This is an optimization exercise on Yosys and OpenROAD, whose aim is small area, a short achievable clock period and few clock cycles, not a production implementation. Where RTL was checked, it was by simulation tests only, not by an equivalence proof against the original. Only the layout flow was run in run 2; the RTL was not checked for function there. No activity file was given, so power comes from the tool's default toggle rates.

==> flow/design.v <==
package cpu6502_pkg;
  typedef logic [7:0] byte_t;
  typedef logic [7:0] addr_t;
  localparam int MEM_BYTES = 256;
  localparam int SB_SLOTS = 12;
  localparam int FLAG_N = 7;
  localparam int FLAG_V = 6;
  localparam int FLAG_B = 4;
  localparam int FLAG_Z = 1;
  localparam int FLAG_C = 0;
  localparam logic [4:0] K_ORA = 5'd0;
  localparam logic [4:0] K_AND = 5'd1;
  localparam logic [4:0] K_EOR = 5'd2;
  localparam logic [4:0] K_ADC = 5'd3;
  localparam logic [4:0] K_STA = 5'd4;
  localparam logic [4:0] K_LDA = 5'd5;
  localparam logic [4:0] K_CMP = 5'd6;
  localparam logic [4:0] K_SBC = 5'd7;
  localparam logic [4:0] K_LDX = 5'd8;
  localparam logic [4:0] K_LDY = 5'd9;
  localparam logic [4:0] K_TAX = 5'd10;
  localparam logic [4:0] K_TAY = 5'd11;
  localparam logic [4:0] K_TXA = 5'd12;
  localparam logic [4:0] K_TYA = 5'd13;
  localparam logic [4:0] K_INX = 5'd14;
  localparam logic [4:0] K_INY = 5'd15;
  localparam logic [4:0] K_DEX = 5'd16;
  localparam logic [4:0] K_DEY = 5'd17;
  localparam logic [4:0] K_CLC = 5'd18;
  localparam logic [4:0] K_SEC = 5'd19;
  localparam logic [4:0] K_NOP = 5'd20;
endpackage
`timescale 1ns/10ps
module program_rom (
  input  logic               raw_clk,
  input  logic [15:0]        whi_n,
  input  logic [15:0]        wlo_n,
  input  cpu6502_pkg::byte_t wd,
  input  logic [15:0]        rhi,
  input  logic [63:0]        rlo,
  output cpu6502_pkg::byte_t rd0,
  output cpu6502_pkg::byte_t rd1
);
  logic [8*cpu6502_pkg::MEM_BYTES-1:0] mem;
  for (genvar i = 0; i < cpu6502_pkg::MEM_BYTES; i++)
  begin : g_byte
    always_ff @(posedge raw_clk)
    begin
      if (!(whi_n[i / 16] || wlo_n[i % 16]))
        mem[8*i +: 8] <= wd;
    end
  end
  always_comb
  begin
    cpu6502_pkg::byte_t row;
    rd0 = '0;
    rd1 = '0;
    for (int h = 0; h < 16; h++)
    begin
      row = '0;
      for (int l = 0; l < 16; l++)
        row = row | (mem[8*(16*h+l) +: 8] & {8{rlo[16*(h/4)+l]}});
      if (h < 8)
        rd0 = rd0 | (row & {8{rhi[h]}});
      else
        rd1 = rd1 | (row & {8{rhi[h]}});
    end
  end
endmodule
`timescale 1ns/10ps
module fetch_decode (
  input  cpu6502_pkg::byte_t op,
  output logic [4:0]         kind,
  output logic               two_byte,
  output logic               zp,
  output logic               brk,
  output logic               illegal
);
  logic g1;
  assign g1 = (op[1:0] == 2'b01) &&
              ((op[4:2] == 3'b001) || ((op[4:2] == 3'b010) && (op[7:5] != 3'b100)));
  always_comb
  begin
    kind     = cpu6502_pkg::K_NOP;
    two_byte = 1'b0;
    zp       = 1'b0;
    brk      = 1'b0;
    illegal  = 1'b0;
    if (g1)
    begin
      kind     = {2'b00, op[7:5]};
      two_byte = 1'b1;
      zp       = (op[4:2] == 3'b001) && (op[7:5] != 3'b100);
    end
    else
    begin
      case (op)
        8'hA2: begin kind = cpu6502_pkg::K_LDX; two_byte = 1'b1; end
        8'hA0: begin kind = cpu6502_pkg::K_LDY; two_byte = 1'b1; end
        8'hAA: kind = cpu6502_pkg::K_TAX;
        8'hA8: kind = cpu6502_pkg::K_TAY;
        8'h8A: kind = cpu6502_pkg::K_TXA;
        8'h98: kind = cpu6502_pkg::K_TYA;
        8'hE8: kind = cpu6502_pkg::K_INX;
        8'hC8: kind = cpu6502_pkg::K_INY;
        8'hCA: kind = cpu6502_pkg::K_DEX;
        8'h88: kind = cpu6502_pkg::K_DEY;
        8'h18: kind = cpu6502_pkg::K_CLC;
        8'h38: kind = cpu6502_pkg::K_SEC;
        8'hEA: kind = cpu6502_pkg::K_NOP;
        8'h00: brk  = 1'b1;
        default: illegal = 1'b1;
      endcase
    end
  end
endmodule
`timescale 1ns/10ps
module op_queue #(
  parameter int K = cpu6502_pkg::SB_SLOTS
) (
  input  logic               raw_clk,
  input  logic               drop,
  input  logic               commit,
  input  cpu6502_pkg::addr_t ld,
  input  cpu6502_pkg::addr_t la,
  output logic [K-1:0]       m_spec,
  output logic [K-1:0]       m_comm,
  output logic               hit,
  output cpu6502_pkg::byte_t hit_data,
  output logic [K-1:0]       alloc_oh,
  output logic               free_any,
  input  logic               alloc_en,
  input  logic               sa_en,
  input  logic [K-1:0]       dw_oh,
  input  cpu6502_pkg::byte_t dw_data,
  input  logic [K-1:0]       inv,
  input  logic               drain_ok,
  output logic               drain_v,
  output cpu6502_pkg::addr_t drain_addr,
  output cpu6502_pkg::byte_t drain_data
);
  logic               sv [0:K-1];
  logic               ss [0:K-1];
  logic               sh [0:K-1];
  cpu6502_pkg::addr_t sa [0:K-1];
  cpu6502_pkg::byte_t sd [0:K-1];
  logic [K-1:0]       comm;
  logic [K-1:0]       mq;
  logic [K-1:0]       drain_oh;
  logic               hit_s;
  cpu6502_pkg::byte_t data_s;
  cpu6502_pkg::byte_t data_c;
  always_comb
  begin
    for (int i = 0; i < K; i++)
    begin
      m_spec[i] = mq[i] && sv[i] && ss[i];
      m_comm[i] = mq[i] && sv[i] && !ss[i];
      comm[i]   = sv[i] && !ss[i];
    end
  end
  always_comb
  begin
    hit_s  = |m_spec;
    hit    = |m_spec || |m_comm;
    data_s = '0;
    data_c = '0;
    for (int i = 0; i < K; i++)
    begin
      data_s = data_s | (sd[i] & {8{m_spec[i]}});
      data_c = data_c | (sd[i] & {8{m_comm[i]}});
    end
    hit_data = hit_s ? data_s : data_c;
  end
  always_comb
  begin
    alloc_oh = '0;
    free_any = 1'b0;
    for (int i = 0; i < K; i++)
    begin
      if (!sv[i] && !free_any)
      begin
        alloc_oh[i] = 1'b1;
        free_any    = 1'b1;
      end
    end
  end
  always_comb
  begin
    drain_oh = '0;
    drain_v  = 1'b0;
    for (int i = 0; i < K; i++)
    begin
      if (comm[i] && !drain_v)
      begin
        drain_oh[i] = 1'b1;
        drain_v     = 1'b1;
      end
    end
    drain_addr = '0;
    drain_data = '0;
    for (int i = 0; i < K; i++)
    begin
      drain_addr = drain_addr | (sa[i] & {8{drain_oh[i]}});
      drain_data = drain_data | (sd[i] & {8{drain_oh[i]}});
    end
  end
  always_ff @(posedge raw_clk)
  begin
    for (int i = 0; i < K; i++)
      mq[i] <= (sa[i] == ld) || (sa_en && alloc_oh[i] && (la == ld));
  end
  always_ff @(posedge raw_clk)
  begin
    for (int i = 0; i < K; i++)
    begin
      if (sa_en && alloc_oh[i])
        sa[i] <= la;
      if (alloc_en && alloc_oh[i])
      begin
        sv[i] <= 1'b1;
        ss[i] <= 1'b1;
        sh[i] <= 1'b0;
      end
      else
      begin
        if ((drain_ok && drain_oh[i]) || inv[i] || (drop && ss[i]) || (commit && sh[i]))
          sv[i] <= 1'b0;
        if (commit || drop)
        begin
          ss[i] <= 1'b0;
          sh[i] <= 1'b0;
        end
        else if (alloc_en && m_comm[i])
        begin
          sh[i] <= 1'b1;
        end
      end
      if (dw_oh[i])
        sd[i] <= dw_data;
    end
  end
endmodule
`timescale 1ns/10ps
module execute_unit (
  input  logic               raw_clk,
  input  logic               w_en,
  input  logic               w_rst,
  input  logic               rs_n,
  input  logic               wz_n,
  input  cpu6502_pkg::addr_t w_addr,
  input  cpu6502_pkg::byte_t w_data,
  output logic [15:0]        fpc_hi_o,
  output logic [63:0]        fpc_lo_o,
  input  cpu6502_pkg::byte_t prd,
  input  logic               out_ok,
  output cpu6502_pkg::byte_t reg_a,
  output cpu6502_pkg::byte_t reg_x,
  output cpu6502_pkg::byte_t reg_y,
  output cpu6502_pkg::byte_t status,
  output logic               halted,
  output logic               fault
);
  localparam int K = cpu6502_pkg::SB_SLOTS;
  logic               rs_q;
  logic               wz_q;
  logic [8:0]         hw;
  logic               f_inc;
  logic               spec_live;
  logic               restart;
  logic               inorder;
  logic               bad;
  logic               flush;
  logic               w_zero;
  cpu6502_pkg::addr_t fpc;
  logic [15:0]        fpc_hi;
  logic [63:0]        fpc_lo;
  logic               lo_end;
  logic               q_end;
  cpu6502_pkg::byte_t bq;
  logic               bv;
  logic               avail;
  cpu6502_pkg::byte_t byte_f;
  logic [4:0]         dk_kind;
  logic               dk_two;
  logic               dk_zp;
  logic               dk_brk;
  logic               dk_ill;
  logic               d_arg;
  logic [4:0]         d_kind;
  logic               d_zp;
  logic               d_sta;
  logic               d_stop;
  logic               d_stall;
  logic               consume;
  logic               r_valid;
  logic [4:0]         r_kind;
  logic               r_zp;
  logic               r_sta;
  logic               r_brk;
  logic               r_ill;
  cpu6502_pkg::addr_t r_addr;
  logic [15:0]        r_hi;
  logic [63:0]        r_lo;
  logic               e_valid;
  cpu6502_pkg::addr_t e_addr;
  cpu6502_pkg::byte_t m_q;
  cpu6502_pkg::byte_t m_alt;
  logic               m_selz;
  cpu6502_pkg::byte_t zh0, zh1;
  logic               e_spec;
  logic [K-1:0]       e_tgt;
  logic [K-1:0]       e_inv_m;
  logic               e_sta;
  logic               e_direct;
  cpu6502_pkg::byte_t ra, rx, ry;
  logic               fn, fv, fb, fz, fc;
  logic               halted_i, fault_i;
  logic               pw_v;
  cpu6502_pkg::addr_t pw_a;
  cpu6502_pkg::byte_t pw_d;
  cpu6502_pkg::byte_t zp_rd0, zp_rd1;
  cpu6502_pkg::byte_t zp_val;
  logic [K-1:0]       m_spec;
  logic [K-1:0]       m_comm;
  logic               sb_hit;
  cpu6502_pkg::byte_t sb_data;
  logic [K-1:0]       alloc_oh;
  logic               free_any;
  logic               alloc_en;
  logic               drain_ok;
  logic               drain_v;
  cpu6502_pkg::addr_t drain_addr;
  cpu6502_pkg::byte_t drain_data;
  assign w_zero  = wz_q;
  assign restart = rs_q;
  assign inorder = w_en && !hw[8] && (w_addr == hw[7:0]);
  assign bad     = w_rst && w_en && !restart && !inorder;
  assign flush   = restart || bad;
  always_ff @(posedge raw_clk)
  begin
    if (restart)
    begin
      hw        <= {8'h00, w_zero};
      spec_live <= !w_en || w_zero;
    end
    else if (bad)
    begin
      spec_live <= 1'b0;
    end
    else if (w_rst && inorder)
    begin
      hw <= hw + 9'd1;
    end
  end
  logic               direct;
  logic               d_use_b;
  cpu6502_pkg::byte_t d_byte;
  logic               d_valid;
  logic               d_arg_e;
  logic               d_stop_e;
  assign direct  = restart ? w_zero :
                   (!bv && w_rst && spec_live && inorder && (w_addr == fpc));
  assign avail   = !w_rst ||
                   (spec_live && (({1'b0, fpc} < hw) || (inorder && (w_addr == fpc))));
  assign byte_f  = (w_en && (w_addr == fpc)) ? w_data : prd;
  logic               bv_n;
  logic               dub_q;
  assign f_inc = bv ? (consume && avail) : (direct || avail);
  always_comb
  begin
    bv_n = bv;
    if (flush)
      bv_n = 1'b0;
    else if (bv)
    begin
      if (consume)
        bv_n = avail;
    end
    else if (direct)
      bv_n = !consume;
    else
      bv_n = avail;
  end
  always_ff @(posedge raw_clk)
  begin
    bv <= bv_n;
    dub_q <= bv_n && !rs_n;
    rs_q  <= rs_n;
    wz_q  <= wz_n;
    if (flush)
    begin
      fpc    <= {7'd0, restart && w_zero};
      fpc_hi <= 16'd1;
      fpc_lo <= {62'd0, restart && w_zero, !(restart && w_zero)};
    end
    else if (f_inc)
    begin
      bq     <= byte_f;
      fpc    <= fpc + 8'd1;
      if (lo_end && q_end)
        fpc_lo <= {fpc_lo[62:0], fpc_lo[63]};
      else
        for (int q = 0; q < 4; q++)
          fpc_lo[16*q +: 16] <= {fpc_lo[16*q +: 15], fpc_lo[16*q+15]};
      if (lo_end)
        fpc_hi <= {fpc_hi[14:0], fpc_hi[15]};
    end
  end
  assign lo_end   = fpc_lo[15] || fpc_lo[31] || fpc_lo[47] || fpc_lo[63];
  assign q_end    = fpc_hi[3] || fpc_hi[7] || fpc_hi[11] || fpc_hi[15];
  assign fpc_hi_o = fpc_hi;
  assign fpc_lo_o = fpc_lo;
  assign d_use_b  = dub_q;
  assign d_byte   = d_use_b ? bq : w_data;
  assign d_valid  = d_use_b || direct;
  assign d_arg_e  = d_arg && !restart;
  assign d_stop_e = d_stop && !restart;
  fetch_decode dec (
    .op       (d_byte),
    .kind     (dk_kind),
    .two_byte (dk_two),
    .zp       (dk_zp),
    .brk      (dk_brk),
    .illegal  (dk_ill)
  );
  assign d_stall = d_arg_e && d_sta && w_rst && !free_any && !(drain_ok && drain_v);
  assign consume = d_valid && !d_stop_e && !d_stall;
  always_ff @(posedge raw_clk)
  begin
    if (bad)
    begin
      d_arg   <= 1'b0;
      d_stop  <= 1'b0;
      r_valid <= 1'b0;
      r_brk   <= 1'b0;
      r_ill   <= 1'b0;
    end
    else
    begin
      r_valid <= consume && (d_arg_e || (!dk_two && !dk_brk && !dk_ill));
      r_brk   <= consume && !d_arg_e && dk_brk;
      r_ill   <= consume && !d_arg_e && dk_ill;
      if (consume)
      begin
        if (!d_arg_e)
        begin
          d_stop <= dk_brk || dk_ill;
          d_arg  <= dk_two;
        end
        else
        begin
          d_arg <= 1'b0;
        end
      end
      else if (restart)
      begin
        d_arg  <= 1'b0;
        d_stop <= 1'b0;
      end
    end
  end
  always_ff @(posedge raw_clk)
  begin
    if (consume && !d_arg_e)
    begin
      d_kind <= dk_kind;
      d_zp   <= dk_zp;
      d_sta  <= (dk_kind == cpu6502_pkg::K_STA);
    end
  end
  always_ff @(posedge raw_clk)
  begin
    r_kind <= d_arg_e ? d_kind : dk_kind;
    r_zp   <= d_arg_e && d_zp;
    r_sta  <= d_arg_e && d_sta;
    r_addr <= d_byte;
    for (int i = 0; i < 16; i++)
    begin
      r_hi[i] <= (d_byte[7:4] == i);
      for (int q = 0; q < 4; q++)
        r_lo[16*q+i] <= (d_byte[3:0] == i) && (d_byte[7:6] == q);
    end
  end
  logic               pw_hit;
  logic               sel_sb, sel_pw, sel_zp, sel_imm;
  assign pw_hit   = pw_v && (pw_a == r_addr);
  assign sel_sb   = r_zp && sb_hit;
  assign sel_pw   = r_zp && !sb_hit && pw_hit;
  assign sel_zp   = r_zp && !sb_hit && !pw_hit;
  assign sel_imm  = !r_zp;
  assign zp_val   = (sb_data & {8{sel_sb}}) | (pw_d & {8{sel_pw}}) |
                    (r_addr & {8{sel_imm}});
  assign alloc_en = r_valid && r_sta && w_rst && !(|m_spec) && !flush;
  logic e_ora, e_and, e_eor, e_lda, e_add, e_cmp, e_inv, e_ldx, e_ldy;
  logic e_tax, e_tay, e_txa, e_tya, e_inx, e_iny, e_dex, e_dey, e_clc, e_sec;
  logic e_wa, e_wx, e_wy, e_wc, e_wnz;
  always_ff @(posedge raw_clk)
  begin
    logic v;
    v = r_valid && !flush;
    e_valid <= v;
    e_sta   <= v && (r_kind == cpu6502_pkg::K_STA);
    e_ora   <= v && (r_kind == cpu6502_pkg::K_ORA);
    e_and   <= v && (r_kind == cpu6502_pkg::K_AND);
    e_eor   <= v && (r_kind == cpu6502_pkg::K_EOR);
    e_lda   <= v && (r_kind == cpu6502_pkg::K_LDA);
    e_add   <= v && ((r_kind == cpu6502_pkg::K_ADC) || (r_kind == cpu6502_pkg::K_SBC));
    e_cmp   <= v && (r_kind == cpu6502_pkg::K_CMP);
    e_inv   <= (r_kind == cpu6502_pkg::K_SBC) || (r_kind == cpu6502_pkg::K_CMP);
    e_ldx   <= v && (r_kind == cpu6502_pkg::K_LDX);
    e_ldy   <= v && (r_kind == cpu6502_pkg::K_LDY);
    e_tax   <= v && (r_kind == cpu6502_pkg::K_TAX);
    e_tay   <= v && (r_kind == cpu6502_pkg::K_TAY);
    e_txa   <= v && (r_kind == cpu6502_pkg::K_TXA);
    e_tya   <= v && (r_kind == cpu6502_pkg::K_TYA);
    e_inx   <= v && (r_kind == cpu6502_pkg::K_INX);
    e_iny   <= v && (r_kind == cpu6502_pkg::K_INY);
    e_dex   <= v && (r_kind == cpu6502_pkg::K_DEX);
    e_dey   <= v && (r_kind == cpu6502_pkg::K_DEY);
    e_clc   <= v && (r_kind == cpu6502_pkg::K_CLC);
    e_sec   <= v && (r_kind == cpu6502_pkg::K_SEC);
    e_wa    <= v && ((r_kind <= cpu6502_pkg::K_LDA) && (r_kind != cpu6502_pkg::K_STA) ||
                     (r_kind == cpu6502_pkg::K_SBC) || (r_kind == cpu6502_pkg::K_TXA) ||
                     (r_kind == cpu6502_pkg::K_TYA));
    e_wx    <= v && ((r_kind == cpu6502_pkg::K_LDX) || (r_kind == cpu6502_pkg::K_TAX) ||
                     (r_kind == cpu6502_pkg::K_INX) || (r_kind == cpu6502_pkg::K_DEX));
    e_wy    <= v && ((r_kind == cpu6502_pkg::K_LDY) || (r_kind == cpu6502_pkg::K_TAY) ||
                     (r_kind == cpu6502_pkg::K_INY) || (r_kind == cpu6502_pkg::K_DEY));
    e_wc    <= v && ((r_kind == cpu6502_pkg::K_ADC) || (r_kind == cpu6502_pkg::K_SBC) ||
                     (r_kind == cpu6502_pkg::K_CMP) || (r_kind == cpu6502_pkg::K_CLC) ||
                     (r_kind == cpu6502_pkg::K_SEC));
    e_wnz   <= v && (r_kind != cpu6502_pkg::K_STA) && (r_kind != cpu6502_pkg::K_CLC) &&
                    (r_kind != cpu6502_pkg::K_SEC) && (r_kind != cpu6502_pkg::K_NOP);
    e_addr  <= r_addr;
    m_alt   <= zp_val;
    m_selz  <= sel_zp;
    zh0     <= zp_rd0;
    zh1     <= zp_rd1;
    e_spec  <= w_rst;
    e_tgt   <= (|m_spec) ? m_spec : alloc_oh;
    e_inv_m <= m_spec | m_comm;
  end
  logic               pw_n;
  cpu6502_pkg::addr_t pw_an;
  logic [15:0]        pw_hi_n;
  logic [15:0]        pw_lo_n;
  assign e_direct = e_sta && !e_spec;
  assign drain_ok = !e_direct;
  assign pw_n     = e_direct || drain_v;
  assign pw_an    = e_direct ? e_addr : drain_addr;
  always_ff @(posedge raw_clk)
  begin
    pw_v <= pw_n;
    pw_a <= pw_an;
    pw_d <= e_direct ? ra : drain_data;
    for (int i = 0; i < 16; i++)
    begin
      pw_hi_n[i] <= !(pw_n && (pw_an[7:4] == i));
      pw_lo_n[i] <= !(pw_an[3:0] == i);
    end
  end
  program_rom zp (
    .raw_clk (raw_clk),
    .whi_n   (pw_hi_n),
    .wlo_n   (pw_lo_n),
    .wd      (pw_d),
    .rhi     (r_hi),
    .rlo     (r_lo),
    .rd0     (zp_rd0),
    .rd1     (zp_rd1)
  );
  op_queue #(.K(K)) sb (
    .raw_clk    (raw_clk),
    .drop       (flush),
    .commit     (!w_rst),
    .ld         (d_byte),
    .la         (r_addr),
    .m_spec     (m_spec),
    .m_comm     (m_comm),
    .hit        (sb_hit),
    .hit_data   (sb_data),
    .alloc_oh   (alloc_oh),
    .free_any   (free_any),
    .alloc_en   (alloc_en),
    .sa_en      (r_valid && r_sta && w_rst),
    .dw_oh      ((e_sta && e_spec) ? e_tgt : {K{1'b0}}),
    .dw_data    (ra),
    .inv        (e_direct ? e_inv_m : {K{1'b0}}),
    .drain_ok   (drain_ok),
    .drain_v    (drain_v),
    .drain_addr (drain_addr),
    .drain_data (drain_data)
  );
  cpu6502_pkg::byte_t m_alu;
  logic               cin;
  logic [8:0]         sum;
  cpu6502_pkg::byte_t x_inc, x_dec, y_inc, y_dec;
  cpu6502_pkg::byte_t a_res, x_res, y_res;
  logic               sum_zero;
  logic               c_res, v_res, n_res, z_res;
  assign m_q = ((zh0 | zh1) & {8{m_selz}}) | (m_alt & {8{!m_selz}});
  always_comb
  begin
    m_alu = e_inv ? ~m_q : m_q;
    cin   = e_cmp || fc;
    sum   = {1'b0, ra} + {1'b0, m_alu} + {8'd0, cin};
    sum_zero = ((ra ^ m_alu) == {ra[6:0] | m_alu[6:0], cin});
    x_inc = rx + 8'd1;
    x_dec = rx - 8'd1;
    y_inc = ry + 8'd1;
    y_dec = ry - 8'd1;
    a_res = ((ra | m_q) & {8{e_ora}}) | ((ra & m_q) & {8{e_and}}) |
            ((ra ^ m_q) & {8{e_eor}}) | (m_q & {8{e_lda}}) |
            (sum[7:0] & {8{e_add}}) | (rx & {8{e_txa}}) | (ry & {8{e_tya}});
    x_res = (m_q & {8{e_ldx}}) | (ra & {8{e_tax}}) |
            (x_inc & {8{e_inx}}) | (x_dec & {8{e_dex}});
    y_res = (m_q & {8{e_ldy}}) | (ra & {8{e_tay}}) |
            (y_inc & {8{e_iny}}) | (y_dec & {8{e_dey}});
    c_res = ((e_add || e_cmp) && sum[8]) || e_sec;
    v_res = (ra[7] == m_alu[7]) && (sum[7] != ra[7]);
    n_res = ((ra[7] | m_q[7]) && e_ora) || ((ra[7] & m_q[7]) && e_and) ||
            ((ra[7] ^ m_q[7]) && e_eor) || (m_q[7] && (e_lda || e_ldx || e_ldy)) ||
            (sum[7] && (e_add || e_cmp)) || (ra[7] && (e_tax || e_tay)) ||
            (rx[7] && e_txa) || (ry[7] && e_tya) ||
            (x_inc[7] && e_inx) || (x_dec[7] && e_dex) ||
            (y_inc[7] && e_iny) || (y_dec[7] && e_dey);
    z_res = (((ra | m_q) == 8'd0) && e_ora) || (((ra & m_q) == 8'd0) && e_and) ||
            ((ra == m_q) && e_eor) || ((m_q == 8'd0) && (e_lda || e_ldx || e_ldy)) ||
            (sum_zero && (e_add || e_cmp)) || ((ra == 8'd0) && (e_tax || e_tay)) ||
            ((rx == 8'd0) && e_txa) || ((ry == 8'd0) && e_tya) ||
            ((rx == 8'hFF) && e_inx) || ((rx == 8'h01) && e_dex) ||
            ((ry == 8'hFF) && e_iny) || ((ry == 8'h01) && e_dey);
  end
  cpu6502_pkg::byte_t ra_n, rx_n, ry_n;
  logic               fn_n, fv_n, fb_n, fz_n, fc_n, halted_n, fault_n;
  always_comb
  begin
    ra_n     = e_wa ? a_res : ra;
    rx_n     = e_wx ? x_res : rx;
    ry_n     = e_wy ? y_res : ry;
    fc_n     = e_wc ? c_res : fc;
    fv_n     = e_add ? v_res : fv;
    fn_n     = e_wnz ? n_res : fn;
    fz_n     = e_wnz ? z_res : fz;
    fb_n     = fb || r_brk;
    halted_n = halted_i || r_brk;
    fault_n  = fault_i || r_ill;
    if (flush)
    begin
      ra_n     = '0;
      rx_n     = '0;
      ry_n     = '0;
      fc_n     = 1'b0;
      fv_n     = 1'b0;
      fn_n     = 1'b0;
      fz_n     = 1'b0;
      fb_n     = 1'b0;
      halted_n = 1'b0;
      fault_n  = 1'b0;
    end
  end
  always_ff @(posedge raw_clk)
  begin
    ra       <= ra_n;
    rx       <= rx_n;
    ry       <= ry_n;
    fc       <= fc_n;
    fv       <= fv_n;
    fn       <= fn_n;
    fz       <= fz_n;
    fb       <= fb_n;
    halted_i <= halted_n;
    fault_i  <= fault_n;
    if (!out_ok)
    begin
      reg_a  <= '0;
      reg_x  <= '0;
      reg_y  <= '0;
      status <= '0;
      halted <= 1'b0;
      fault  <= 1'b0;
    end
    else
    begin
      reg_a  <= ra_n;
      reg_x  <= rx_n;
      reg_y  <= ry_n;
      status <= {fn_n, fv_n, 1'b0, fb_n, 2'b00, fz_n, fc_n};
      halted <= halted_n;
      fault  <= fault_n;
    end
  end
endmodule
`timescale 1ns/10ps
module cpu_core (
  input  logic               raw_clk,
  input  logic               button_reset,
  input  logic               prog_we,
  input  cpu6502_pkg::addr_t prog_addr,
  input  cpu6502_pkg::byte_t prog_data,
  output cpu6502_pkg::byte_t reg_a,
  output cpu6502_pkg::byte_t reg_x,
  output cpu6502_pkg::byte_t reg_y,
  output cpu6502_pkg::byte_t status,
  output logic               halted,
  output logic               fault
);
  logic               w_en;
  logic               w_rst;
  logic               rs_n;
  logic               wz_n;
  cpu6502_pkg::addr_t w_addr;
  cpu6502_pkg::byte_t w_data;
  cpu6502_pkg::byte_t w_wd;
  logic [15:0]        w_hi_n;
  logic [15:0]        w_lo_n;
  logic [15:0]        fpc_hi;
  logic [63:0]        fpc_lo;
  cpu6502_pkg::byte_t prd;
  cpu6502_pkg::byte_t prd0, prd1;
  always_ff @(posedge raw_clk)
  begin
    w_en    <= prog_we;
    w_addr  <= prog_addr;
    w_data  <= prog_data;
    if (prog_we)
      w_wd <= prog_data;
    w_rst   <= !button_reset;
    for (int i = 0; i < 16; i++)
    begin
      w_hi_n[i] <= !(prog_we && (prog_addr[7:4] == i));
      w_lo_n[i] <= !(prog_addr[3:0] == i);
    end
  end
  assign wz_n = prog_we && (prog_addr == 8'h00);
  assign rs_n = !button_reset && (!w_rst || wz_n);
  assign prd = prd0 | prd1;
  program_rom rom (
    .raw_clk (raw_clk),
    .whi_n   (w_hi_n),
    .wlo_n   (w_lo_n),
    .wd      (w_wd),
    .rhi     (fpc_hi),
    .rlo     (fpc_lo),
    .rd0     (prd0),
    .rd1     (prd1)
  );
  execute_unit core (
    .raw_clk  (raw_clk),
    .w_en     (w_en),
    .w_rst    (w_rst),
    .rs_n     (rs_n),
    .wz_n     (wz_n),
    .w_addr   (w_addr),
    .w_data   (w_data),
    .fpc_hi_o (fpc_hi),
    .fpc_lo_o (fpc_lo),
    .prd      (prd),
    .out_ok   (button_reset),
    .reg_a    (reg_a),
    .reg_x    (reg_x),
    .reg_y    (reg_y),
    .status   (status),
    .halted   (halted),
    .fault    (fault)
  );
endmodule
==> flow/run.sh <==
#!/bin/bash
# synth_recipe.tcl (not shown) runs the flow's synth.tcl, then flattens the netlist and writes it again
# the make line also repeats each setting of config.mk as NAME=value (left out here)
make -C /OpenROAD-flow-scripts/flow DESIGN_CONFIG=/design/flow/config.mk WORK_HOME=/design/flow/orfs CLKGATE_MAP_FILE= SYNTH_SCRIPT=/design/flow/synth_recipe.tcl finish
==> flow/config.mk <==
export PLATFORM = sky130hd
export DESIGN_NAME = cpu_core
export DESIGN_NICKNAME = cpu_core
export VERILOG_FILES = /design/flow/design.v
export SDC_FILE = /design/flow/constraint.sdc
export NUM_CORES = 4
export LEC_CHECK = 0
export ABC_CLOCK_PERIOD_IN_PS = 3500
export CAP_MARGIN = 20
export CELL_PAD_IN_SITES_DETAIL_PLACEMENT = 1
export CELL_PAD_IN_SITES_GLOBAL_PLACEMENT = 2
export CORE_MARGIN = 2
export CORE_UTILIZATION = 55
export CTS_CLUSTER_DIAMETER = 60
export CTS_CLUSTER_SIZE = 40
export PLACE_DENSITY = 0.65
export SETUP_SLACK_MARGIN = 5.0
export SLEW_MARGIN = 20
==> flow/constraint.sdc <==
create_clock -name core_clock -period 8.0 [get_ports {raw_clk}]
set_input_delay 1.6000 -clock core_clock [delete_from_list [all_inputs] [get_ports {raw_clk}]]
set_output_delay 1.6000 -clock core_clock [all_outputs]
set_load 0.01 [all_outputs]
==> impl_metrics.env, run 1 <==
export IMPL_dpl_instance_area_um2=182000
export IMPL_fill_count=27470
export IMPL_drt_pass1_iter_count=8
export IMPL_share_of_synthesized_area_occupied_by_flip_flops_and_latches_pct=79.0
export IMPL_post_route_drc_count=0
export IMPL_chipHeight_um=570
export IMPL_power_per_cell_area_nw_per_um2=251
export IMPL_place_congestion=0.918
export IMPL_hold_path_endpoint="core.d_stop"
export IMPL_synthesis_area_um2=176000
export IMPL_count_of_different_cell_masters_after_synthesis=79
export IMPL_multi_input_comb_area_um2=35500
export IMPL_grt_total_usage_pct=36.4
export IMPL_finClkSkew_ns=0.0762
export IMPL_worst_slew_margin_relative_to_its_limit_pct=12.6
export IMPL_worst_slack_ns=4.88
export IMPL_crit_fanout=1
export IMPL_drt_wirelength_per_cell_um=39.6
export IMPL_dr_total_vias=107333
export IMPL_worstHoldPathType="reg2reg"
export IMPL_rr_endpoint="core.bq[2]"
export IMPL_cts_max_path_buffers=4
export IMPL_cellLeakagePower_nw=57.8
export IMPL_maxSlewViolCount=0
export IMPL_post_synthesis_average_cell_area_um2=16.7
export IMPL_post_syn_instances=10551
export IMPL_cts_root_buffer_cell="sky130_fd_sc_hd__clkbuf_16"
export IMPL_port_buffers=49
export IMPL_clock_tree_htree_level_count=5
export IMPL_final_layout_size_suffix_gt1_share_pct=13.3
export IMPL_worst_skew_pair_latency_ns=1.01
export IMPL_number_of_synthesized_register_bits=4804
export IMPL_placeableCoreArea_um2=319000
export IMPL_pre_cts_ws_ns=3.17
export IMPL_clk_transition_reported_paths_ns=0.09
export IMPL_post_dp_hpwl_um=358000
export IMPL_fin_nets=10712
export IMPL_tritoncts_num_buffers=323
export IMPL_reg_to_reg_critical_path_startpoint="core.fpc_lo[30]"
export IMPL_ff2ff_setup_slack_ns=4.89
export IMPL_ratio_of_final_minimum_period_to_clock_period_pct=39.0
export IMPL_tightest_slew_ns=1.31
export IMPL_setup_violations_final=0
export IMPL_grt_antenna_before_repair=23
export IMPL_worst_path_largest_cell_delay_ns=0.42
export IMPL_crit_path_start_kind="flop"
export IMPL_finalHoldViolations=0
export IMPL_hold_path_depth=2
export IMPL_outcome="no timing/DRC/antenna violations"
export IMPL_drt_vias_per_instance=7.10
export IMPL_clock_sinks=4804
export IMPL_final_setup_tns_ns=0
export IMPL_route_antenna_remaining_nets=0
export IMPL_layout_area_overhead_vs_synth_pct=11.7
export IMPL_worst_path_buf_inv=1
export IMPL_grt_pass1_wl_um=836000
export IMPL_die_width_um=570
export IMPL_timing_max_cap_violations=0
export IMPL_initial_core_util_pct=55.4
export IMPL_tritoncts="done"
export IMPL_synth_async_sr_flop_share_pct=0
export IMPL_unrepaired_setup_endpoints_after_global_routing="yes"
export IMPL_fp_row_count=207
export IMPL_detail_route_wirelength_um=599000
export IMPL_worstPathArrival_ns=1.52
export IMPL_first_iter_violations=14515
export IMPL_critical_path_slowest_cell="sky130_fd_sc_hd__dfxtp_4"
export IMPL_timing_hold_worst_start="core.d_stop"
export IMPL_first_global_vias=106832
export IMPL_grt_max_degree=203
export IMPL_peakVddDrop_mv=0.283
export IMPL_global_route_overflow_total=0
export IMPL_design_area_um2=197000
export IMPL_seq_area_um2=140000
export IMPL_fmaxAchievable_ghz=0.321
export IMPL_finalCriticalPeriod_ns=3.12
export IMPL_r2r_cells=8
export IMPL_cp_top_family="flip-flops"
export IMPL_dominantRegCellSynth="sky130_fd_sc_hd__edfxtp_1"
export IMPL_route_met2_wl_um=282000
export IMPL_critical_setup_path_class="reg2out"
export IMPL_met3_length_um=52900
export IMPL_required_ns=6.40
export IMPL_wire_length_on_met1_um=233000
export IMPL_synth_enable_flop_cells=4316
export IMPL_synthesis_yosys_warnings=10
export IMPL_critical_path_cell_chain="buf_6"
export IMPL_top_signal_layer_used="met5"
export IMPL_cp_end_kind="primary output"
export IMPL_design_portCount=53
export IMPL_die_area_um2=325000
[layout by cell type, fill, tap and decap left out, types with 32 or more instances in the layout]
cell type,instances
sky130_fd_sc_hd__nand3_1,227
sky130_fd_sc_hd__xnor2_1,148
sky130_fd_sc_hd__a21oi_1,55
sky130_fd_sc_hd__a221o_1,40
sky130_fd_sc_hd__inv_6,48
sky130_fd_sc_hd__nand4_1,293
sky130_fd_sc_hd__dfxtp_1,393
sky130_fd_sc_hd__dfxtp_4,34
sky130_fd_sc_hd__ha_1,45
sky130_fd_sc_hd__a22o_1,751
sky130_fd_sc_hd__nor3_1,51
sky130_fd_sc_hd__a221oi_2,40
sky130_fd_sc_hd__edfxtp_1,4316
sky130_fd_sc_hd__nor2_1,766
sky130_fd_sc_hd__buf_6,47
sky130_fd_sc_hd__nand2_1,225
sky130_fd_sc_hd__a22oi_1,753
sky130_fd_sc_hd__a221oi_1,737
sky130_fd_sc_hd__dfxtp_2,61
sky130_fd_sc_hd__o21ai_0,136
sky130_fd_sc_hd__buf_4,375
sky130_fd_sc_hd__nor2_2,43
sky130_fd_sc_hd__o21ai_1,35
sky130_fd_sc_hd__inv_12,37
sky130_fd_sc_hd__mux2i_1,65
sky130_fd_sc_hd__buf_12,40
sky130_fd_sc_hd__clkinv_8,45
sky130_fd_sc_hd__nor4_1,39
sky130_fd_sc_hd__and3_1,32
sky130_fd_sc_hd__clkbuf_16,336
sky130_fd_sc_hd__inv_1,66
sky130_fd_sc_hd__and2_1,47
[through the flow]
stage	util [%]	instances	total power [mW]	hold WS, ns
2_1_floorplan	-	10553	29.6	0.375
3_3_place_gp	57.1	14336	31.0	0.430
3_5_place_dp	57.1	14340	31.1	0.450
4_1_cts	61.5	15064	49.4	0.466
5_1_grt	61.8	15114	50.4	0.481
6_report	61.8	15119	49.5	0.461
[flip-flops by register name (all words and copies together) (netlist names), 9 cells and up]
signal / flops
core.sb.sv: 12
core.fpc_lo: 64
core.pw_hi_n: 16
core.r_hi: 16
core.fpc_hi: 16
rom.mem: 2048
core.zp.mem: 2048
core.hw: 9
core.e_inv_m: 12
core.sb.ss: 12
core.sb.sd: 96
core.pw_lo_n: 16
core.sb.sh: 12
w_lo_n: 16
core.e_tgt: 12
core.r_lo: 64
core.sb.mq: 12
core.sb.sa: 96
w_hi_n: 16
[area by class of cell]
class | count | share of cell area [%]
sequential | 4804 | 70.8
multi-input combinational | 4928 | 18.0
clock buffer | 352 | 4.32
tap | 4180 | 2.65
timing repair buffer | 511 | 2.45
clock inverter | 251 | 1.55
inverter | 76 | 0.156
antenna | 17 | 0.0216
[tightest hold or removal path, stage by stage (launching register included)]
cell and delay, ns:
sky130_fd_sc_hd__dfxtp_1 0.32, sky130_fd_sc_hd__nand2_1 0.05, sky130_fd_sc_hd__nand2_1 0.05
[cells by family (layout without fill, tap and decap cells)]
kind of cell | Yosys count | in the layout | synth area share, %
other | 1 | 20 | 0.00213
AND/OR/NAND/NOR | 1872 | 1872 | 5.01
AO/OA/AOI/OAI | 2750 | 2757 | 12.5
XOR/XNOR | 165 | 165 | 0.819
buffers and inverters | 828 | 1190 | 1.81
adder cells (fa/ha/maj) | 49 | 49 | 0.356
multiplexers | 82 | 82 | 0.470
flip-flops | 4804 | 4804 | 79.0
[routing by layer]
layer | up-vias | GRT usage, %
li1 | 43290 | -
met1 | 56793 | 49.9
met2 | 6023 | 57.8
met3 | 1211 | 5.79
met4 | 16 | 16.4
met5 | - | 0
[cells in the mapped netlist (9+ instances only)]
cell type                  count  area share (%)
sky130_fd_sc_hd__edfxtp_1   4316              73
sky130_fd_sc_hd__nor2_1      816             1.7
sky130_fd_sc_hd__a221oi_1    783             3.9
sky130_fd_sc_hd__a22oi_1     760             3.2
sky130_fd_sc_hd__a22o_1      752             3.7
sky130_fd_sc_hd__clkbuf_1    631             1.3
sky130_fd_sc_hd__dfxtp_1     488             5.5
sky130_fd_sc_hd__nand4_1     293             1.0
sky130_fd_sc_hd__nand3_1     232            0.66
sky130_fd_sc_hd__nand2_1     229            0.49
sky130_fd_sc_hd__o21ai_0     209            0.59
sky130_fd_sc_hd__xnor2_1     151            0.75
sky130_fd_sc_hd__buf_1        90            0.19
sky130_fd_sc_hd__mux2i_1      75            0.43
sky130_fd_sc_hd__inv_1        71            0.15
sky130_fd_sc_hd__a21oi_1      68            0.19
sky130_fd_sc_hd__nor3_1       56            0.16
sky130_fd_sc_hd__nor4_1       50            0.18
sky130_fd_sc_hd__and2_1       48            0.17
sky130_fd_sc_hd__ha_1         47            0.33
sky130_fd_sc_hd__nor2b_1      41            0.15
sky130_fd_sc_hd__a221o_1      40            0.23
sky130_fd_sc_hd__and3_1       32            0.11
sky130_fd_sc_hd__nand2b_1     21           0.074
sky130_fd_sc_hd__a31oi_1      17           0.060
sky130_fd_sc_hd__buf_2        16           0.045
sky130_fd_sc_hd__a21o_1       15           0.064
sky130_fd_sc_hd__xor2_1       14           0.070
sky130_fd_sc_hd__o21bai_1     13           0.055
sky130_fd_sc_hd__a211oi_1     11           0.047
sky130_fd_sc_hd__o21a_1       10           0.043
sky130_fd_sc_hd__or3_1        10           0.035
sky130_fd_sc_hd__buf_4         9           0.038
sky130_fd_sc_hd__or4_1         9           0.038
[how the worst max path moves through the flow]
stage / startpoint / to / slack, ns / cells after the start
floorplan: w_wd[0] / rom.mem[0] / 3.95 / 0
global placement: core.fpc_lo[49] / core.bq[2] / 2.96 / 9
detailed placement: core.sb.sv[0] / core.fpc_lo[25] / 3.17 / 9
CTS: core.fault / fault / 4.85 / 1
global route: core.fault / fault / 4.88 / 1
finish: core.fault / fault / 4.88 / 1
[timing repair]
action / CTS / global route
hold buffers: 0 / 0
endpoints found under the hold margin: 0 / 0
setup endpoints to repair: 433 / 282
setup buffers: 107 / 31
pin swaps: 73 / 69
gates resized for setup: 508 / 148
cloned: 14 / 0
[where the power goes]
| group | switching (mW) | internal, mW |
|---|---|---|
| registers | 0.228 | 27.4 |
| clock network | 9.78 | 8.69 |
| logic | 2.32 | 1.09 |
| total | 12.3 | 37.1 |
Testbench counts, summed over its fixed seeds: cycles 27,525.
==> run 2: changes to the inputs <==
--- a/flow/design.v
+++ b/flow/design.v
@@ -3,5 +3,5 @@
   typedef logic [7:0] addr_t;
   localparam int MEM_BYTES = 256;
-  localparam int SB_SLOTS = 12;
+  localparam int SB_SLOTS = 14;
   localparam int FLAG_N = 7;
   localparam int FLAG_V = 6;
--- a/flow/config.mk
+++ b/flow/config.mk
@@ -8,6 +8,6 @@
 export ABC_CLOCK_PERIOD_IN_PS = 3500
 export CAP_MARGIN = 20
-export CELL_PAD_IN_SITES_DETAIL_PLACEMENT = 1
-export CELL_PAD_IN_SITES_GLOBAL_PLACEMENT = 2
+export CELL_PAD_IN_SITES_DETAIL_PLACEMENT = 0
+export CELL_PAD_IN_SITES_GLOBAL_PLACEMENT = 0
 export CORE_MARGIN = 2
 export CORE_UTILIZATION = 55
==> run 2 against run 1 <==
  * Cell count up 1.3%
  * Still clean
  * Worst hold slack better by 0.0048 ns
  * Non-clock buffer count down 72
  * Core utilization down 0.60 points
==> impl_metrics.env, run 2 <==
export IMPL_port_buffers=49
export IMPL_yosysMostFrequentCell="sky130_fd_sc_hd__edfxtp_1"
export IMPL_drt_pass1_iter_count=8
export IMPL_fin_nets=10797
export IMPL_final_layout_size_suffix_gt1_share_pct=12.2
export IMPL_tightest_slew_ns=1.26
export IMPL_initial_core_util_pct=55.2
export IMPL_mostFrequentLayoutCells="4,348 x sky130_fd_sc_hd__edfxtp_1, 817 x sky130_fd_sc_hd__nor2_1, 805 x sky130_fd_sc_hd__a22oi_1"
export IMPL_place_detailed_instances=14634
export IMPL_synthesis_yosys_warnings=10
export IMPL_global_route_overflow_total=0
export IMPL_maxSlewViolCount=0
export IMPL_finalHoldViolations=0
export IMPL_synthTopCellsByArea="sky130_fd_sc_hd__edfxtp_1 73%, sky130_fd_sc_hd__dfxtp_1 5.6%, sky130_fd_sc_hd__a221oi_1 3.8%, sky130_fd_sc_hd__a22o_1 3.6%, sky130_fd_sc_hd__a22oi_1 3.4%"
export IMPL_layout_cells_most_common="sky130_fd_sc_hd__edfxtp_1"
export IMPL_fmaxAchievable_ghz=0.320
export IMPL_instances_no_fill=15313
export IMPL_worst_skew_pair_latency_ns=0.97
export IMPL_critical_path_cell_chain="buf_6"
export IMPL_critical_path_startpoint="core.reg_a[6]"
export IMPL_crit_path_start_kind="flop"
export IMPL_timing_hold_worst_start="core.fault_i"
export IMPL_cp_top_family="flip-flops"
export IMPL_power_per_cell_area_nw_per_um2=241
export IMPL_clock_tree_htree_level_count=5
export IMPL_first_iter_violations=17135
export IMPL_cts_max_path_buffers=4
export IMPL_layout_area_overhead_vs_synth_pct=11.0
export IMPL_cellLeakagePower_nw=61.4
export IMPL_clock_sinks=4848
export IMPL_placeableCoreArea_um2=323000
export IMPL_tritoncts_num_buffers=302
export IMPL_synth_top_cells_by_count="4,348 x sky130_fd_sc_hd__edfxtp_1, 840 x sky130_fd_sc_hd__nor2_1, 815 x sky130_fd_sc_hd__a22oi_1"
export IMPL_grt_max_degree=220
export IMPL_post_synthesis_average_cell_area_um2=16.6
export IMPL_ratio_of_final_minimum_period_to_clock_period_pct=39.1
export IMPL_critical_path_slowest_cell="sky130_fd_sc_hd__dfxtp_4"
export IMPL_chipHeight_um=574
export IMPL_dr_total_vias=107854
export IMPL_number_of_synthesized_register_bits=4848
export IMPL_first_global_vias=101603
export IMPL_worst_slack_ns=4.87
export IMPL_tritoncts="done"
export IMPL_detail_route_wirelength_um=552000
export IMPL_synth_async_sr_flop_share_pct=0
export IMPL_place_congestion=0.917
export IMPL_cp_end_kind="primary output"
export IMPL_design_portCount=53
export IMPL_worst_path_largest_cell_delay_ns=0.45
export IMPL_required_ns=6.40
export IMPL_drt_wirelength_per_cell_um=36.0
export IMPL_worstPathArrival_ns=1.53
export IMPL_crit_fanout=1
export IMPL_route_antenna_remaining_nets=0
export IMPL_setup_violations_final=0
export IMPL_die_width_um=574
export IMPL_finalCriticalPeriod_ns=3.13
export IMPL_timing_max_cap_violations=0
export IMPL_post_route_drc_count=0
export IMPL_critical_setup_path_class="reg2out"
export IMPL_worst_path_buf_inv=1
export IMPL_share_of_synthesized_area_occupied_by_flip_flops_and_latches_pct=78.7
export IMPL_pre_cts_ws_ns=3.88
export IMPL_fp_row_count=209
export IMPL_reg_top3="core.zp.mem: 2048 flops, rom.mem: 2048 flops"
export IMPL_die_area_um2=329000
export IMPL_worstHoldPathType="reg2reg"
export IMPL_dominantRegCellSynth="sky130_fd_sc_hd__edfxtp_1"
export IMPL_clk_transition_reported_paths_ns=0.08
export IMPL_final_setup_tns_ns=0
export IMPL_count_of_different_cell_masters_after_synthesis=87
export IMPL_outcome="no timing/DRC/antenna violations"
export IMPL_unrepaired_setup_endpoints_after_global_routing="yes"
export IMPL_grt_antenna_before_repair=22
export IMPL_finClkSkew_ns=0.0633
export IMPL_netlist_area_leader_share_pct=73.1
export IMPL_post_syn_instances=10727
export IMPL_post_synth_top_area_cell="sky130_fd_sc_hd__edfxtp_1"
export IMPL_drt_vias_per_instance=7.04
export IMPL_worst_slew_margin_relative_to_its_limit_pct=16.3
export IMPL_synth_enable_flop_cells=4348
export IMPL_peakVddDrop_mv=0.245
export IMPL_grt_pass1_wl_um=767000
export IMPL_synthesis_area_um2=179000
export IMPL_cts_root_buffer_cell="sky130_fd_sc_hd__clkbuf_16"
export IMPL_reg_to_reg_critical_path_startpoint="core.fpc_lo[39]"
export IMPL_post_dp_hpwl_um=324000
export IMPL_grt_total_usage_pct=32.5
-- run 2: cell types whose count changed after synthesis, sizes merged, moves of 20 or more --
cell,before,now
o21ai,209,187
nand4,293,313
edfxtp,4316,4348
nor2,816,843
a22oi,760,815
nand2,229,256
-- run 2: path summary, 6_finish.rpt --
| check | to | slack (ns) | depth (start not counted) |
|---|---|---|---|
| worst min register to register | core.fault_i | 0.47 | 2 |
| worst min-delay path | core.fault_i | 0.47 | 2 |
| worst max register to register | core.bq[1] | 4.92 | 9 |
| worst max-delay path | reg_a[6] | 4.87 | 1 |
-- run 2: cell families (layout without fill, tap and decap cells) --
group | Yosys count | count (layout) | synth area share (%)
and+or+nand+nor | 1946 | 1949 | 5.19
DFF | 4848 | 4848 | 78.7
xor gates and xnor gates | 181 | 181 | 0.888
other | 1 | 13 | 0.00210
AOI/OAI and AO/OA | 2775 | 2776 | 12.5
muxes | 96 | 96 | 0.550
adders and majority gates | 49 | 49 | 0.352
buffers and inverters | 831 | 1076 | 1.79
-- run 2: area by class of cell --
class / count / area [um^2]
multi-input cells: 5054 / 36200
flip-flops and latches: 4848 / 141000
fillers: 23133 / 125000
clock inverters: 228 / 3210
clock buffers: 325 / 7830
repair buffers: 439 / 4280
well taps: 4325 / 5410
diodes: 10 / 25.0
inverters: 84 / 332
-- run 2: repair_timing --
| action | in CTS | in global routing |
|---|---|---|
| endpoints found under the setup margin | 362 | 226 |
| hold buffers | 0 | 0 |
| gates cloned | 8 | 8 |
| setup buffers | 42 | 57 |
| pin swaps | 49 | 79 |
| endpoints found under the hold margin | 0 | 0 |
| resized for setup | 533 | 207 |
-- run 2: layer usage --
layer  global-route usage (%)  vias up  share of wire, %
met1                     46.1    55145                37
met4                     13.3       22               4.7
met2                     49.8     7722                46
met5                        0        -             0.026
met3                     6.38     1227                12
li1                         -    43738                 -
-- run 2: metrics by stage --
| step | utilization, % | hold WS, ns | cell area, um^2 | total power [mW] |
|---|---|---|---|---|
| 2_1_floorplan | - | 0.389 | 179000 | 29.3 |
| 3_3_place_gp | 56.8 | 0.435 | 184000 | 30.2 |
| 3_5_place_dp | 56.9 | 0.447 | 184000 | 30.2 |
| 4_1_cts | 60.8 | 0.465 | 197000 | 47.7 |
| 5_1_grt | 61.2 | 0.504 | 198000 | 48.7 |
| 6_report | 61.2 | 0.466 | 198000 | 47.7 |
-- run 2: where the power goes --
part | leakage (nW) | internal, mW | switching [mW]
Sequential | 42.7 | 27.5 | 0.179
Clock | 5.34 | 8.36 | 9.52
Combinational | 13.4 | 0.623 | 1.49
==> run 3: changes to the inputs <==
--- a/flow/design.v
+++ b/flow/design.v
@@ -3,5 +3,5 @@
   typedef logic [7:0] addr_t;
   localparam int MEM_BYTES = 256;
-  localparam int SB_SLOTS = 14;
+  localparam int SB_SLOTS = 12;
   localparam int FLAG_N = 7;
   localparam int FLAG_V = 6;
--- a/flow/config.mk
+++ b/flow/config.mk
@@ -14,4 +14,5 @@
 export CTS_CLUSTER_DIAMETER = 60
 export CTS_CLUSTER_SIZE = 40
+export GPL_ROUTABILITY_DRIVEN = 0
 export PLACE_DENSITY = 0.65
 export SETUP_SLACK_MARGIN = 5.0
==> run 3 against run 2 <==
  * Global-route usage shrank 0.47 points
  * Via count fell by 2.0%
  * Combinational power grew 52%
  * Sequential cell count fell by 44
  * Final area down 1.3%
  * Synthesized cell count is 1.6% lower
  * Count of clock-buffer cells in the layout is the same
  * Clock power barely moved
  * Total power rose by 1.7%
  * Fmax increased by 1.3%
  * Worst setup slack gained 0.042 ns
  * Wire length decreased by 3.4%
==> impl_metrics.env, run 3 <==
export IMPL_finClkSkew_ns=0.125
export IMPL_cp_top_family="compound AO/OA/AOI/OAI gates"
export IMPL_route_antenna_remaining_nets=0
export IMPL_drt_wirelength_per_cell_um=35.6
export IMPL_global_route_overflow_total=0
export IMPL_crit_fanout=17
export IMPL_worst_path_largest_cell_delay_ns=0.58
export IMPL_clock_tree_htree_level_count=5
export IMPL_power_per_cell_area_nw_per_um2=248
export IMPL_post_syn_instances=10551
export IMPL_final_layout_size_suffix_gt1_share_pct=12.3
export IMPL_final_setup_tns_ns=0
export IMPL_cellLeakagePower_nw=57.0
export IMPL_worstHoldPathType="reg2reg"
export IMPL_timing_max_cap_violations=0
export IMPL_ratio_of_final_minimum_period_to_clock_period_pct=38.6
export IMPL_drt_vias_per_instance=7.06
export IMPL_die_area_um2=325000
export IMPL_chipHeight_um=570
export IMPL_grt_max_degree=222
export IMPL_port_buffers=49
export IMPL_outcome="no timing/DRC/antenna violations"
export IMPL_first_iter_violations=17708
export IMPL_post_synthesis_average_cell_area_um2=16.7
export IMPL_finalHoldViolations=0
export IMPL_crit_path_start_kind="flop"
export IMPL_synthesis_yosys_warnings=10
export IMPL_unrepaired_setup_endpoints_after_global_routing="yes"
export IMPL_die_width_um=570
export IMPL_first_global_vias=99773
export IMPL_fill_count=22413
export IMPL_critical_path_cell_chain="buf_4 > a22o_1 > a221oi_1 > nand4_1 > a221oi_4 > a41oi_4"
export IMPL_layout_cells_most_common="sky130_fd_sc_hd__edfxtp_1"
export IMPL_critical_setup_path_class="reg2reg"
export IMPL_yosysMostFrequentCell="sky130_fd_sc_hd__edfxtp_1"
export IMPL_synth_async_sr_flop_share_pct=0
export IMPL_detail_route_wirelength_um=533000
export IMPL_worstPathArrival_ns=3.68
export IMPL_tritoncts_num_buffers=299
export IMPL_cts_max_path_buffers=4
export IMPL_tightest_slew_ns=1.31
export IMPL_dpl_instance_area_um2=181000
export IMPL_design_portCount=53
export IMPL_netlist_area_leader_share_pct=73.5
export IMPL_worst_slew_margin_relative_to_its_limit_pct=12.6
export IMPL_cp_end_kind="flop"
export IMPL_tritoncts="done"
export IMPL_maxSlewViolCount=0
export IMPL_worst_skew_pair_latency_ns=1.01
export IMPL_initial_core_util_pct=55.4
export IMPL_synthesis_area_um2=176000
export IMPL_grt_pass1_wl_um=748000
export IMPL_design_area_um2=196000
export IMPL_worst_path_buf_inv=1
export IMPL_mostFrequentLayoutCells="4,316 x sky130_fd_sc_hd__edfxtp_1, 788 x sky130_fd_sc_hd__nor2_1, 753 x sky130_fd_sc_hd__a22oi_1"
export IMPL_clock_sinks=4804
export IMPL_layout_area_overhead_vs_synth_pct=10.9
export IMPL_synthTopCellsByArea="sky130_fd_sc_hd__edfxtp_1 73%, sky130_fd_sc_hd__dfxtp_1 5.5%, sky130_fd_sc_hd__a221oi_1 3.9%, sky130_fd_sc_hd__a22o_1 3.7%, sky130_fd_sc_hd__a22oi_1 3.2%"
export IMPL_required_ns=8.59
export IMPL_finalCriticalPeriod_ns=3.08
export IMPL_post_route_drc_count=0
export IMPL_number_of_synthesized_register_bits=4804
export IMPL_clk_transition_reported_paths_ns=0.09
export IMPL_fin_nets=10590
export IMPL_placeableCoreArea_um2=319000
export IMPL_grt_antenna_before_repair=17
export IMPL_fp_row_count=207
export IMPL_synth_top_cells_by_count="4,316 x sky130_fd_sc_hd__edfxtp_1, 816 x sky130_fd_sc_hd__nor2_1, 783 x sky130_fd_sc_hd__a221oi_1"
export IMPL_count_of_different_cell_masters_after_synthesis=79
export IMPL_share_of_synthesized_area_occupied_by_flip_flops_and_latches_pct=79.0
export IMPL_dr_total_vias=105688
export IMPL_grt_total_usage_pct=32.0
export IMPL_setup_violations_final=0
export IMPL_fmaxAchievable_ghz=0.324
export IMPL_post_synth_top_area_cell="sky130_fd_sc_hd__edfxtp_1"
export IMPL_critical_path_slowest_cell="sky130_fd_sc_hd__a221oi_4"
export IMPL_cts_root_buffer_cell="sky130_fd_sc_hd__clkbuf_16"
export IMPL_peakVddDrop_mv=0.211
export IMPL_post_dp_hpwl_um=312000
export IMPL_reg_top3="core.zp.mem: 2048 flops, rom.mem: 2048 flops"
export IMPL_dominantRegCellSynth="sky130_fd_sc_hd__edfxtp_1"
export IMPL_drt_pass1_iter_count=15
export IMPL_synth_enable_flop_cells=4316
==> run 3: where the power goes <==
part	total [mW]	internal [mW]	switching (mW)
Clock	17.7	8.23	9.51
Combinational	3.20	1.06	2.14
Sequential	27.6	27.4	0.217
Total	48.5	36.6	11.9
==> run 3: kinds of logic (layout without fill, tap and decap cells) <==
family,count (synthesis),after routing,synth area share (%)
flip-flops,4804,4804,79.0
AO/OA/AOI/OAI,2750,2750,12.5
AND/OR/NAND/NOR,1872,1872,5.01
buffers and inverters,828,1048,1.81
XOR/XNOR,165,165,0.819
multiplexers,82,83,0.470
adder cells (fa/ha/maj),49,49,0.356
other,1,26,0.00213
==> run 3: metrics by stage <==
stage / utilization, % / setup WS, ns / cells / hold slack, ns / total power, mW
after global routing: 61.4 / 4.90 / 14960 / 0.472 / 49.5
after floorplan: - / 3.95 / 10553 / 0.375 / 29.6
after global placement: 56.9 / 3.61 / 14283 / 0.435 / 30.9
after detailed placement: 56.9 / 3.51 / 14285 / 0.438 / 30.9
final: 61.4 / 4.92 / 14977 / 0.437 / 48.5
after CTS: 60.9 / 4.93 / 14899 / 0.440 / 48.4
==> run 3: per-layer routing <==
metal,wire [um],track usage [%]
met1,198000,44.7
met2,244000,49.1
met3,64100,6.47
met4,27500,14.4
met5,94,0
==> run 3: worst paths after layout <==
path,from,to,slack [ns],cells after the start
max,core.fpc_lo[55],core.bq[5],4.92,6
min,core.d_zp,core.r_zp,0.44,1
max reg2reg,core.fpc_lo[55],core.bq[5],4.92,6
min reg2reg,core.d_zp,core.r_zp,0.44,1
==> run 3: cell type report <==
type | count | area [um^2] | area share [%]
clock inverters | 228 | 3200 | 1.64
well taps | 4180 | 5230 | 2.67
inverters | 76 | 314 | 0.161
repair buffers | 419 | 4020 | 2.06
multi-input cells | 4922 | 35300 | 18.0
clock buffers | 325 | 7890 | 4.03
flip-flops and latches | 4804 | 140000 | 71.4
diodes | 23 | 57.6 | 0.0294
==> run 3: worst reg2reg max path, stage by stage, from the launching register on <==
cell,delay (ns)
sky130_fd_sc_hd__dfxtp_2,0.44
sky130_fd_sc_hd__buf_4,0.28
sky130_fd_sc_hd__a22o_1,0.26
sky130_fd_sc_hd__a221oi_1,0.39
sky130_fd_sc_hd__nand4_1,0.52
sky130_fd_sc_hd__a221oi_4,0.59
sky130_fd_sc_hd__a41oi_4,0.28
==> run 3: repair_timing <==
item                                    CTS  global route
hold buffers                              0             0
gates resized for setup                 488           219
cloned                                    6             5
pin swaps                                44            50
setup buffers                            55            45
endpoints found under the setup margin  378           271
endpoints found under the hold margin     0             0
Testbench counts of run 3, summed over its fixed seeds: cycles 27,525.
==> run 4: changes to the inputs <==
--- a/flow/config.mk
+++ b/flow/config.mk
@@ -14,5 +14,4 @@
 export CTS_CLUSTER_DIAMETER = 60
 export CTS_CLUSTER_SIZE = 40
-export GPL_ROUTABILITY_DRIVEN = 0
 export PLACE_DENSITY = 0.65
 export SETUP_SLACK_MARGIN = 5.0
==> run 4 against run 3 <==
  * Still clean
  * Count of clock-buffer cells in the layout shrank 8
  * Sequential share of layout area grew 0.28 points
  * First-iteration DRC count shrank 4.7%
  * Critical endpoint is now core.zh1[2]
==> impl_metrics.env, run 4 <==
export IMPL_share_of_synthesized_area_occupied_by_flip_flops_and_latches_pct=79.0
export IMPL_timing_max_cap_violations=0
export IMPL_setup_violations_final=0
export IMPL_cp_end_kind="flop"
export IMPL_netlist_area_leader_share_pct=73.5
export IMPL_required_ns=8.64
export IMPL_yosysMostFrequentCell="sky130_fd_sc_hd__edfxtp_1"
export IMPL_grt_max_degree=225
export IMPL_worstPathArrival_ns=3.70
export IMPL_synthesis_yosys_warnings=10
export IMPL_route_antenna_remaining_nets=0
export IMPL_place_detailed_instances=14296
export IMPL_first_global_vias=99529
export IMPL_synthesis_area_um2=176000
export IMPL_finClkSkew_ns=0.0865
export IMPL_number_of_synthesized_register_bits=4804
export IMPL_worst_slew_margin_relative_to_its_limit_pct=17.9
export IMPL_post_synth_top_area_cell="sky130_fd_sc_hd__edfxtp_1"
export IMPL_detail_route_wirelength_um=534000
export IMPL_synth_enable_flop_cells=4316
export IMPL_seq_area_um2=140000
export IMPL_finalHoldViolations=0
export IMPL_final_setup_tns_ns=0
export IMPL_synth_top_cells_by_count="4,316 x sky130_fd_sc_hd__edfxtp_1, 816 x sky130_fd_sc_hd__nor2_1, 783 x sky130_fd_sc_hd__a221oi_1"
export IMPL_finalCriticalPeriod_ns=3.06
export IMPL_place_congestion=0.936
export IMPL_post_route_drc_count=0
export IMPL_final_core_util_pct=61.1
export IMPL_placeableCoreArea_um2=319000
export IMPL_crit_fanout=32
export IMPL_synthTopCellsByArea="sky130_fd_sc_hd__edfxtp_1 73%, sky130_fd_sc_hd__dfxtp_1 5.5%, sky130_fd_sc_hd__a221oi_1 3.9%, sky130_fd_sc_hd__a22o_1 3.7%, sky130_fd_sc_hd__a22oi_1 3.2%"
export IMPL_post_synthesis_average_cell_area_um2=16.7
export IMPL_critical_path_slowest_cell="sky130_fd_sc_hd__nand4_1"
export IMPL_reg_top3="core.zp.mem: 2048 flops, rom.mem: 2048 flops"
export IMPL_grt_antenna_before_repair=22
export IMPL_maxSlewViolCount=0
export IMPL_reg_to_reg_critical_path_startpoint="core.r_lo[35]"
export IMPL_post_syn_instances=10551
export IMPL_globalRoute_busiestLayer="met2"
export IMPL_synth_async_sr_flop_share_pct=0
export IMPL_tritoncts_num_buffers=295
export IMPL_grt_met2_usage_pct=50.0
export IMPL_post_dp_hpwl_um=316000
export IMPL_cts_max_path_buffers=4
export IMPL_final_layout_size_suffix_gt1_share_pct=11.7
export IMPL_dominantRegCellSynth="sky130_fd_sc_hd__edfxtp_1"
export IMPL_mostFrequentLayoutCells="4,316 x sky130_fd_sc_hd__edfxtp_1, 788 x sky130_fd_sc_hd__nor2_1, 753 x sky130_fd_sc_hd__a22oi_1"
export IMPL_die_area_um2=325000
export IMPL_critical_path_startpoint="core.r_lo[35]"
export IMPL_worstHoldPathType="reg2reg"
export IMPL_drt_vias_per_instance=7.06
export IMPL_clock_sinks=4804
export IMPL_worst_path_buf_inv=1
export IMPL_cellLeakagePower_nw=56.6
export IMPL_p_total_mw=48.1
export IMPL_ratio_of_final_minimum_period_to_clock_period_pct=38.2
export IMPL_timing_hold_worst_start="core.d_zp"
export IMPL_layout_area_overhead_vs_synth_pct=10.4
export IMPL_grt_total_usage_pct=32.1
export IMPL_initial_core_util_pct=55.4
export IMPL_crit_path_start_kind="flop"
export IMPL_drt_pass1_iter_count=6
export IMPL_cp_top_family="compound AO/OA/AOI/OAI gates"
export IMPL_fill_count=22780
export IMPL_critical_path_cell_chain="buf_4 > a22o_1 > a221oi_1 > nand4_1 > a22oi_1 > nand4_1"
export IMPL_clk_transition_reported_paths_ns=0.10
export IMPL_peakVddDrop_mv=0.226
export IMPL_layout_cells_most_common="sky130_fd_sc_hd__edfxtp_1"
export IMPL_holdBufCountCts=0
export IMPL_worst_skew_pair_latency_ns=0.98
export IMPL_globalRouteMet1Util_pct=44.7
export IMPL_die_width_um=570
export IMPL_fmaxAchievable_ghz=0.327
export IMPL_chipHeight_um=570
export IMPL_cts_root_buffer_cell="sky130_fd_sc_hd__clkbuf_16"
export IMPL_global_route_usage_met3_pct=5.80
export IMPL_power_per_cell_area_nw_per_um2=247
export IMPL_unrepaired_setup_endpoints_after_global_routing="yes"
export IMPL_tritoncts="done"
export IMPL_holdWs_ns=0.459
export IMPL_count_of_different_cell_masters_after_synthesis=79
export IMPL_dr_total_vias=105569
export IMPL_fin_nets=10572
export IMPL_instances_no_fill=14955
export IMPL_critPathMostFrequentCell="sky130_fd_sc_hd__nand4_1"
export IMPL_tightest_slew_ns=1.23
export IMPL_grt_pass1_wl_um=747000
export IMPL_worst_path_largest_cell_delay_ns=0.54
export IMPL_first_iter_violations=16884
export IMPL_critical_setup_path_class="reg2reg"
export IMPL_port_buffers=49
export IMPL_global_route_overflow_total=0
export IMPL_outcome="no timing/DRC/antenna violations"
export IMPL_multi_input_comb_area_um2=35200
export IMPL_clock_tree_htree_level_count=5
export IMPL_drt_wirelength_per_cell_um=35.7
export IMPL_fp_row_count=207
export IMPL_design_portCount=53
-- run 4: cell counts after synthesis --
Identical to the previous run, type by type.
-- run 4: per-stage QoR --
stage	setup slack, ns	instance area (um^2)
6_report	4.94	195000
4_1_cts	4.91	193000
3_5_place_dp	3.59	181000
2_1_floorplan	3.95	176000
3_3_place_gp	3.34	181000
5_1_grt	4.93	195000
-- run 4: metal layers --
| metal | wire length [um] | part of all wire (%) | up-vias |
|---|---|---|---|
| met5 | 80 | 0.015 | - |
| met4 | 26000 | 4.9 | 14 |
| met3 | 60700 | 11 | 1202 |
| met2 | 248000 | 46 | 7436 |
| met1 | 200000 | 37 | 53999 |
| li1 | - | - | 42918 |
-- run 4: final timing paths --
path                 end  slack (ns)  cells after the start
min reg2reg    core.r_zp        0.46                      1
max reg2reg  core.zh1[2]        4.94                      6
max          core.zh1[2]        4.94                      6
min            core.r_zp        0.46                      1
-- run 4: layout make-up --
class | count | area share [%]
diodes | 23 | 0.0296
flip-flops and latches | 4804 | 71.7
clock buffers | 317 | 3.94
well taps | 4180 | 2.69
inverters | 76 | 0.156
repair buffers | 405 | 1.90
clock inverters | 228 | 1.57
multi-input cells | 4922 | 18.1
-- run 4: timing repair --
action / in CTS / in global routing
cloned: 4 / 4
setup buffers: 36 / 40
setup endpoints to repair: 338 / 277
pin swaps: 44 / 53
resized for setup: 453 / 187
-- run 4: cell families (layout without fill, tap and decap cells) --
kind of cell	Yosys count	in the layout	synth area share, %
simple gates	1872	1872	5.01
other cells	1	26	0.00213
flops	4804	4804	79.0
compound gates	2750	2751	12.5
xor+xnor	165	165	0.819
buf+inv	828	1026	1.81
fa+ha+maj	49	49	0.356
mux	82	82	0.470
-- run 4: worst register-to-register path: cells and delay by family (launching register included) --
family                 cells  cell delay (ns)
AO/OA/AOI/OAI              3             1.30
buffers and inverters      1             0.31
AND/OR/NAND/NOR            2             0.86
flip-flops                 1             0.31
-- run 4: report_power, final --
| part | internal (mW) | total, mW | switching (mW) | leakage (nW) |
|---|---|---|---|---|
| Sequential | 27.4 | 27.6 | 0.217 | 38.5 |
| Combinational | 1.03 | 3.16 | 2.13 | 13.0 |
| Clock | 7.98 | 17.4 | 9.39 | 5.16 |
| Total | 36.4 | 48.1 | 11.7 | 56.6 |

re-timing with driven ports:
In the flow no input, the clock included, has a driving cell. The finished layouts below were timed again as built, in two steps.
Step 1, drivers: a clkbuf_16 drives raw_clk and a buf_2 each remaining input, both assumed.
Step 2 adds t to the input delays and takes it off the output delays; t is the mean of the earliest and latest rising clock arrival at the registers after step 1. Input paths then give back, and output paths get back, about the clock's delay inside the block.
Slacks: ideal / step 1 / step 2; pairs: ideal / step 1.
run	shift t [ns]	slack for setup (ns)	worst hold slack (ns)	clock arrival spread, ns	slew at the worst register clock pin (ns)
run 1	1.105	4.882 / 4.758 / 4.230	0.461 / 0.461 / 0.461	0.091 / 0.090	0.11 / 0.11
run 2	1.048	4.874 / 4.770 / 4.151	0.466 / 0.466 / 0.466	0.078 / 0.079	0.12 / 0.12
run 3	1.051	4.916 / 4.860 / 4.113	0.437 / 0.437 / 0.437	0.128 / 0.128	0.12 / 0.12
run 4	1.037	4.940 / 4.851 / 4.062	0.459 / 0.459 / 0.459	0.104 / 0.104	0.12 / 0.12
After both steps every run listed still meets setup and hold. The setup slack of run 4, which loses most, moves by -0.089 ns with the drivers and by -0.878 ns with both steps.
